Source: an optimization exercise on an open RTL-to-GDS flow (aim: small area). Production flows keep margins and buffers that such runs may drop.
The RTL was checked by simulation tests, not by an equivalence proof against the original design.
Power and IR drop assume default switching activity.

Design heapsort, start of the top module:
module heapsort #(
   parameter int LEVEL = 4
)(
   input  logic              clk,
   input  logic              rst,
   input  logic              fs,
   input  logic              en_rec_in,
   input  logic [DATA_W-1:0] data_in,
   output logic [DATA_W-1:0] data_out
);
   localparam int N  = (2 ** (LEVEL + 1)) - 1;
   localparam int IW = LEVEL + 1;
   localparam int PW = 2;      
   localparam logic [IW-1:0] LAST  = IW'(N - 1);
   localparam logic [PW-1:0] PLAST = PW'(DIGITS - 1);
   logic              r_fs;
   logic [PW-1:0]     r_ph;       
   logic              r_ph0;      
   logic              r_steady;   
   logic [IW-1:0]     r_cnt;      
   logic [IW-1:0]     r_idx;      
   logic              r_pend;     
   logic              r_win;      
   logic              r_fin;      
   logic [N-1:0]      r_drn;      
   logic [N-1:0]      r_alive;
   logic [DATA_W-1:0] r_pn;
   logic [DATA_W-1:0] r_dout;
  ...
Settings: LEC_CHECK=0, ABC_AREA=1, CAP_MARGIN=20, CORE_MARGIN=2, CORE_UTILIZATION=50, CTS_BUF_LIST=sky130_fd_sc_hd__clkbuf_16, CTS_CLUSTER_DIAMETER=70, CTS_CLUSTER_SIZE=24, GPL_TIMING_DRIVEN=0, PLACE_DENSITY=0.65, SLEW_MARGIN=20; clock period 14.0 ns.
run.sh (not shown) runs the stock make flow with config.mk's settings and CLKGATE_MAP_FILE= SYNTH_SCRIPT=/design/flow/synth_recipe.tcl, a recipe that flattens the netlist after the stock synthesis.
The first run ran to the end with no violations.
Change:
==> flow/flow/run.sh (new file) <==
#!/bin/bash
# Standard ORFS layout (the standard.sh, unchanged synthesis, floorplan,
# power grid and tap cells) with two placement/CTS options changed:
#  - ports are buffered with sky130_fd_sc_hd__buf_1 instead of the default cell;
#  - clock tree synthesis does not add dummy loads.
# The make output goes to make.log here; each ORFS step keeps its own log
# under orfs/logs/.
set -euo pipefail
export BUFFER_PORTS_ARGS="-buffer_cell sky130_fd_sc_hd__buf_1"
export CTS_ARGS="-sink_clustering_enable -repair_clock_nets -dont_use_dummy_load -buf_list sky130_fd_sc_hd__clkbuf_16 -sink_clustering_size 24 -sink_clustering_max_diameter 70"
bash standard.sh finish > make.log 2>&1
==> flow/standard.sh (new file) <==
#!/bin/bash
# synth_recipe.tcl (not shown) runs the flow's synth.tcl, then flattens the netlist and writes it again
# the make line also repeats each setting of config.mk as NAME=value (left out here)
make -C /OpenROAD-flow-scripts/flow DESIGN_CONFIG=/design/flow/config.mk WORK_HOME=/design/flow/orfs CLKGATE_MAP_FILE= SYNTH_SCRIPT=/design/flow/synth_recipe.tcl "${@:-finish}"
removed: flow/run.sh
Effect: The changed run completed without violations; routed wire length came out lower by 1.7%; synthesized cell count does not change; hold slack is worse by 0.021 ns; via count is about the same; clock skew came out higher by 0.021 ns.
Change:
==> flow/run.sh (new file) <==
#!/bin/bash
# synth_recipe.tcl (not shown) runs the flow's synth.tcl, then flattens the netlist and writes it again
# the make line also repeats each setting of config.mk as NAME=value (left out here)
make -C /OpenROAD-flow-scripts/flow DESIGN_CONFIG=/design/flow/config.mk WORK_HOME=/design/flow/orfs CLKGATE_MAP_FILE= SYNTH_SCRIPT=/design/flow/synth_recipe.tcl finish
CORE_UTILIZATION = 70   (was 50)
PLACE_DENSITY = 0.85   (was 0.65)
removed: flow/flow/run.sh
removed: flow/standard.sh
Critical path depth fell by 1.
Die area came out lower by 28%.
Global-route usage rose by 10 points.
Wire length increases by 1.8%.
Cell count went down by 5.3%.
Setup slack degrades by 0.22 ns.

---

Another version of the RTL of heapsort (not shown whole).
For scale: about 2400 cells after synthesis, about 68 I/O pins.
export LEC_CHECK = 0
export ABC_AREA = 1
export CAP_MARGIN = 20
export CORE_MARGIN = 2
export CORE_UTILIZATION = 65
export GPL_TIMING_DRIVEN = 0
export PLACE_DENSITY = 0.85
export SLEW_MARGIN = 20
create_clock -name core_clock -period 14.0 [get_ports {clk}]
standard.sh (not shown) runs the stock make flow with config.mk's settings and CLKGATE_MAP_FILE= SYNTH_SCRIPT=/design/flow/synth_recipe.tcl, a recipe that flattens the netlist after the stock synthesis.
==> flow/flow/run.sh <==
#!/bin/bash
# Layout flow: the standard ORFS flow with three changes.
#  1. After the standard synthesis (run unchanged), the combinational logic of
#     its netlist is re-mapped for area by Yosys/ABC (remap.ys with each of
#     remap*.abc; the smallest result is kept). Every register keeps its
#     instance name and cell type.
#  2. Ports are buffered with sky130_fd_sc_hd__buf_1.
#  3. Clock tree synthesis adds no dummy loads and uses small clock buffers.
# Each tool's output goes to its own log here (synth.log, remap_models.log,
# remap_N.log, make.log); ORFS keeps per-step logs under orfs/logs/.
set -euo pipefail
W=$(pwd)
P=${FLOW_PLATFORM:-sky130hd}
R=$W/orfs/results/$P/heapsort/base
L=$W/orfs/logs/$P/heapsort/base
LIB=$FLOW_HOME/platforms/$P/lib/sky130_fd_sc_hd__tt_025C_1v80.lib
YS=${YOSYS_EXE:-$(command -v yosys || echo $FLOW_HOME/../tools/install/yosys/bin/yosys)}

bash standard.sh synth > synth.log 2>&1

cp "$R/1_2_yosys.v" "$W/std_netlist.v"
python3 flow/mkmodels.py "$LIB" "$W/cells_comb.v" > remap_models.log 2>&1
DU=$(grep -h "abc -script" "$L/1_2_yosys.log" | head -1 | grep -o -- "-dont_use [A-Za-z0-9_]*" | tr '\n' ' ')
# Each remap*.abc is tried (up to 4 at a time); the smallest netlist is kept.
remap_one() {
  local abc=$1 n
  n=$(basename "$abc" .abc)
  sed -e "s#@LIB@#$LIB#g" -e "s#@DU@#$DU#" -e "s#@IN@#$W/std_netlist.v#" \
      -e "s#@OUT@#$W/$n.v#" -e "s#@MODELS@#$W/cells_comb.v#" \
      -e "s#@ABC@#$W/$abc#" -e "s#@CONSTR@#$W/flow/abc.constr#" \
      -e "s#@TOP@#${FLOW_TOP:-heapsort}#" flow/remap.ys > "$n.ys"
  timeout 900 "$YS" -s "$n.ys" > "$n.log" 2>&1 || rm -f "$W/$n.v"
}
jobs_run=0
for abc in flow/remap*.abc; do
  remap_one "$abc" &
  jobs_run=$((jobs_run + 1))
  if (( jobs_run % 4 == 0 )); then wait; fi
done
wait
best=""; best_area=""
for abc in flow/remap*.abc; do
  n=$(basename "$abc" .abc)
  [[ -s "$W/$n.v" ]] || continue
  a=$(grep "Chip area" "$n.log" | tail -1 | awk '{print $NF}')
  [[ -n "$a" ]] || continue
  echo "$n $a" >> remap_areas.txt
  if [[ -z "$best_area" ]] || awk -v a="$a" -v b="$best_area" 'BEGIN{exit !(a<b)}'; then
    best=$n; best_area=$a
  fi
done
echo "kept $best $best_area" >> remap_areas.txt
if [[ -n "$best" ]]; then cp "$W/$best.v" "$R/1_2_yosys.v"; fi

export BUFFER_PORTS_ARGS="-buffer_cell sky130_fd_sc_hd__buf_1"
export CTS_ARGS="-sink_clustering_enable -repair_clock_nets -dont_use_dummy_load -buf_list sky130_fd_sc_hd__clkbuf_4 -sink_clustering_size 10 -sink_clustering_max_diameter 40"
bash standard.sh finish > make.log 2>&1
==> flow/flow/remap.ys <==
# Re-map the combinational logic of the standard synthesis netlist for area.
# Registers (and every other sequential cell) stay the same instances with the
# same names and cell types: they are read as black boxes from the liberty.
read_verilog @MODELS@
read_liberty -lib -ignore_redef @LIB@
read_verilog @IN@
hierarchy -check -top @TOP@
flatten
# Nets named after the ports of flattened cells (_NNN_.PIN) give way to the
# design's own names, so no port is left behind an assign (and a buffer).
rename -hide w:_*_.*
opt_clean -purge
techmap
opt -fast
abc -script @ABC@ -liberty @LIB@ @DU@ -constr @CONSTR@ -D 11000
opt_clean -purge
delete t:$scopeinfo
hilomap -singleton -hicell sky130_fd_sc_hd__conb_1 HI -locell sky130_fd_sc_hd__conb_1 LO
insbuf -buf sky130_fd_sc_hd__buf_4 A X
check -mapped
stat -liberty @LIB@
write_verilog -nohex -nodec @OUT@
==> flow/flow/remap1.abc <==
strash
&get -n
&st
&syn3
&dch -f
&nf -a -R 1000
&put
topo
stime -c
buffer -c
upsize -c
dnsize -c
==> flow/flow/remap2.abc <==
strash
&get -n
&st
&deepsyn -T 60 -S 7
&dch -f
&nf -a -R 1000
&put
topo
stime -c
buffer -c
upsize -c
dnsize -c
==> flow/flow/remap3.abc <==
strash
&get -n
&st
&deepsyn -T 60
&dch -f
&nf -a -R 1000
&put
topo
stime -c
buffer -c
upsize -c
dnsize -c
==> flow/flow/remap4.abc <==
strash
&get -n
&st
&deepsyn -T 120 -S 11
&dch -f
&nf -a -R 1000
&put
topo
stime -c
buffer -c
upsize -c
dnsize -c
==> flow/flow/remap5.abc <==
strash
&get -n
&st
&deepsyn -T 120 -S 23
&dch -f
&nf -a -R 1000
&st
&dch -f
&nf -a -R 1000
&put
topo
stime -c
buffer -c
upsize -c
dnsize -c
==> flow/flow/remap6.abc <==
strash
&get -n
&st
&deepsyn -T 120 -S 17
&dch -f
&nf -a -R 1000
&put
topo
stime -c
buffer -c
upsize -c
dnsize -c
==> flow/flow/remap7.abc <==
strash
&get -n
&st
&deepsyn -T 120 -S 29
&dch -f
&nf -a -R 1000
&st
&dch -f
&nf -a -R 1000
&put
topo
stime -c
buffer -c
upsize -c
dnsize -c
==> flow/flow/remap8.abc <==
strash
&get -n
&st
&deepsyn -T 120 -S 41
&dch -f
&nf -a -R 1000
&put
topo
stime -c
buffer -c
upsize -c
dnsize -c
Other scripts of this flow, unchanged in this note and not shown: flow/flow/abc.constr, flow/flow/mkmodels.py
The starting point completed with no timing, DRC or antenna violations.
==> next run, changes <==
--- a/flow/flow/run.sh
+++ b/flow/flow/run.sh
@@ -24,3 +24,2 @@
-# Each remap*.abc is tried (up to 4 at a time); the smallest netlist is kept.
-remap_one() {
-  local abc=$1 n
+best=""; best_area=""
+for abc in flow/remap*.abc; do
@@ -32,18 +31,6 @@
-  timeout 900 "$YS" -s "$n.ys" > "$n.log" 2>&1 || rm -f "$W/$n.v"
-}
-jobs_run=0
-for abc in flow/remap*.abc; do
-  remap_one "$abc" &
-  jobs_run=$((jobs_run + 1))
-  if (( jobs_run % 4 == 0 )); then wait; fi
-done
-wait
-best=""; best_area=""
-for abc in flow/remap*.abc; do
-  n=$(basename "$abc" .abc)
-  [[ -s "$W/$n.v" ]] || continue
-  a=$(grep "Chip area" "$n.log" | tail -1 | awk '{print $NF}')
-  [[ -n "$a" ]] || continue
-  echo "$n $a" >> remap_areas.txt
-  if [[ -z "$best_area" ]] || awk -v a="$a" -v b="$best_area" 'BEGIN{exit !(a<b)}'; then
-    best=$n; best_area=$a
+  if "$YS" -s "$n.ys" > "$n.log" 2>&1; then
+    a=$(grep "Chip area" "$n.log" | tail -1 | awk '{print $NF}')
+    echo "$n $a" >> remap_areas.txt
+    if [[ -z "$best_area" ]] || awk -v a="$a" -v b="$best_area" 'BEGIN{exit !(a<b)}'; then
+      best=$n; best_area=$a
+    fi
--- a/flow/flow/remap.ys
+++ b/flow/flow/remap.ys
@@ -9,3 +8,0 @@
-# Nets named after the ports of flattened cells (_NNN_.PIN) give way to the
-# design's own names, so no port is left behind an assign (and a buffer).
-rename -hide w:_*_.*
--- a/flow/flow/remap1.abc
+++ b/flow/flow/remap1.abc
@@ -4 +4 @@
-&syn3
+&syn2
--- a/flow/flow/remap2.abc
+++ b/flow/flow/remap2.abc
@@ -4 +4 @@
-&deepsyn -T 60 -S 7
+&syn3
--- a/flow/flow/remap3.abc
+++ b/flow/flow/remap3.abc
@@ -4 +4,5 @@
-&deepsyn -T 60
+&syn2
+&dch -f
+&nf -a -R 1000
+&st
+&syn2
==> flow/flow/remap4.abc (replaced) <==
strash
&get -n
&st
&dch -f
&nf -a -R 1000
&put
topo
stime -c
buffer -c
upsize -c
dnsize -c
removed: flow/flow/remap5.abc
removed: flow/flow/remap6.abc
removed: flow/flow/remap7.abc
removed: flow/flow/remap8.abc
The new run produced a clean layout; final area climbs by about 1.8%; power goes down by about 2.2%; worst hold slack is better by 7.8 ps; core utilization came out lower by 0.18 points; wire length rises by about 2.5%; register-to-register slack is better by 70 ps; worst setup slack improves by 67 ps; final cell count went up by about 3%; area after synthesis rose by about 1.6%; die area goes up by 1.6%.
==> next run, changes <==
--- a/flow/flow/run.sh
+++ b/flow/flow/run.sh
@@ -24,2 +24,3 @@
-best=""; best_area=""
-for abc in flow/remap*.abc; do
+# Each remap*.abc is tried (up to 4 at a time); the smallest netlist is kept.
+remap_one() {
+  local abc=$1 n
@@ -31,6 +32,18 @@
-  if "$YS" -s "$n.ys" > "$n.log" 2>&1; then
-    a=$(grep "Chip area" "$n.log" | tail -1 | awk '{print $NF}')
-    echo "$n $a" >> remap_areas.txt
-    if [[ -z "$best_area" ]] || awk -v a="$a" -v b="$best_area" 'BEGIN{exit !(a<b)}'; then
-      best=$n; best_area=$a
-    fi
+  timeout 1500 "$YS" -s "$n.ys" > "$n.log" 2>&1 || rm -f "$W/$n.v"
+}
+jobs_run=0
+for abc in flow/remap*.abc; do
+  remap_one "$abc" &
+  jobs_run=$((jobs_run + 1))
+  if (( jobs_run % 4 == 0 )); then wait; fi
+done
+wait
+best=""; best_area=""
+for abc in flow/remap*.abc; do
+  n=$(basename "$abc" .abc)
+  [[ -s "$W/$n.v" ]] || continue
+  a=$(grep "Chip area" "$n.log" | tail -1 | awk '{print $NF}')
+  [[ -n "$a" ]] || continue
+  echo "$n $a" >> remap_areas.txt
+  if [[ -z "$best_area" ]] || awk -v a="$a" -v b="$best_area" 'BEGIN{exit !(a<b)}'; then
+    best=$n; best_area=$a
--- a/flow/flow/remap.ys
+++ b/flow/flow/remap.ys
@@ -8,0 +9,3 @@
+# Nets named after the ports of flattened cells (_NNN_.PIN) give way to the
+# design's own names, so no port is left behind an assign (and a buffer).
+rename -hide w:_*_.*
--- a/flow/flow/remap1.abc
+++ b/flow/flow/remap1.abc
@@ -4 +4 @@
-&syn2
+&syn3
--- a/flow/flow/remap2.abc
+++ b/flow/flow/remap2.abc
@@ -4 +4 @@
-&syn3
+&deepsyn -J 30 -T 900
==> flow/flow/remap3.abc (replaced) <==
strash
&get -n
&st
&deepsyn -J 30 -T 900 -S 11
&dch -f
&nf -a -R 1000
&put
topo
stime -c
buffer -c
upsize -c
dnsize -c
--- a/flow/flow/remap4.abc
+++ b/flow/flow/remap4.abc
@@ -2,0 +3,4 @@
+&st
+&deepsyn -J 30 -T 900 -S 23
+&dch -f
+&nf -a -R 1000
==> flow/flow/remap5.abc (new file) <==
strash
&get -n
&st
&deepsyn -J 30 -T 900 -S 7
&dch -f
&nf -a -R 1000
&put
topo
stime -c
buffer -c
upsize -c
dnsize -c
==> flow/flow/remap6.abc (new file) <==
strash
&get -n
&st
&deepsyn -J 30 -T 900 -S 17
&dch -f
&nf -a -R 1000
&put
topo
stime -c
buffer -c
upsize -c
dnsize -c
=> Hold slack degrades by 7.8 ps. First-iteration DRC count came out lower by 1.4%. Routed wire length decreases by 2.4%. Combinational power went up by 77%. Via count came out lower by 1.4%. Clock power hardly moves. Power went up by 2.2%. Clock-buffer cell count shrinks by 2. Critical path depth decreases by 4. Register-to-register slack degrades by 70 ps. Synthesized cell count drops by 1.6%.
==> next run, changes <==
--- a/flow/flow/remap2.abc
+++ b/flow/flow/remap2.abc
@@ -4 +4 @@
-&deepsyn -J 30 -T 900
+&deepsyn -I 40 -T 900
==> flow/flow/remap3.abc (replaced) <==
strash
&get -n
&st
&deepsyn -I 75 -T 900 -S 11
&dch -f
&nf -a -R 1000
&put
topo
stime -c
buffer -c
upsize -c
dnsize -c
--- a/flow/flow/remap4.abc
+++ b/flow/flow/remap4.abc
@@ -4 +4 @@
-&deepsyn -J 30 -T 900 -S 23
+&deepsyn -I 75 -T 900 -S 23
==> flow/flow/remap5.abc (replaced) <==
strash
&get -n
&st
&deepsyn -I 75 -T 900 -S 7
&dch -f
&nf -a -R 1000
&put
topo
stime -c
buffer -c
upsize -c
dnsize -c
==> flow/flow/remap6.abc (replaced) <==
strash
&get -n
&st
&deepsyn -I 75 -T 900 -S 17
&dch -f
&nf -a -R 1000
&put
topo
stime -c
buffer -c
upsize -c
dnsize -c
Utilization goes down by 0.54 points.
Final area goes up by 0.89%.
Clock skew is higher by 4.1 ps.
Routed wire length rose by 0.67%.
First-iteration DRC count decreases by 8.0%.
Power shrinks by 2.2%.
Via count rises by 0.32%.

what the ideal ports hide:
The flow's constraints put no driver on any port. The routed layouts listed below were extracted and timed again, unchanged, in two steps. Step 1: set_driving_cell puts a clkbuf_16 on clk and a buf_2 on each other input, an assumption about the parent block. Step 2 adds t to the input delays and takes it off the output delays; t is the mean of the earliest and latest rising clock arrival at the registers after step 1. Input paths then give back, and output paths get back, about the clock's delay inside the block. a / b / c = ideal ports / drivers / drivers and shift; a / b = the first two.
run | t, ns | slack for setup (ns) | worst setup path at the end | clock arrival spread, ns | worst register clock-pin slew, ns
the first run of note 1 | 0.701 | 1.210 / 1.210 / 1.210 | register to register | 0.045 / 0.045 | 0.10 / 0.10
the second run of note 1 | 0.679 | 1.307 / 1.307 / 1.307 | register to register | 0.066 / 0.065 | 0.10 / 0.10
the third run of note 1 | 0.696 | 1.089 / 1.089 / 1.089 | register to register | 0.029 / 0.029 | 0.10 / 0.10
the first run of note 2 | 1.026 | 0.546 / 0.546 / 0.546 | register to register | 0.097 / 0.096 | 0.11 / 0.11
the second run of note 2 | 1.074 | 0.614 / 0.614 / 0.614 | register to register | 0.119 / 0.120 | 0.11 / 0.11
the third run of note 2 | 1.026 | 0.546 / 0.546 / 0.546 | register to register | 0.097 / 0.096 | 0.11 / 0.11
the fourth run of note 2 | 1.058 | 0.419 / 0.419 / 0.419 | register to register | 0.103 / 0.103 | 0.11 / 0.11
After both steps setup and hold are still met in every run listed.
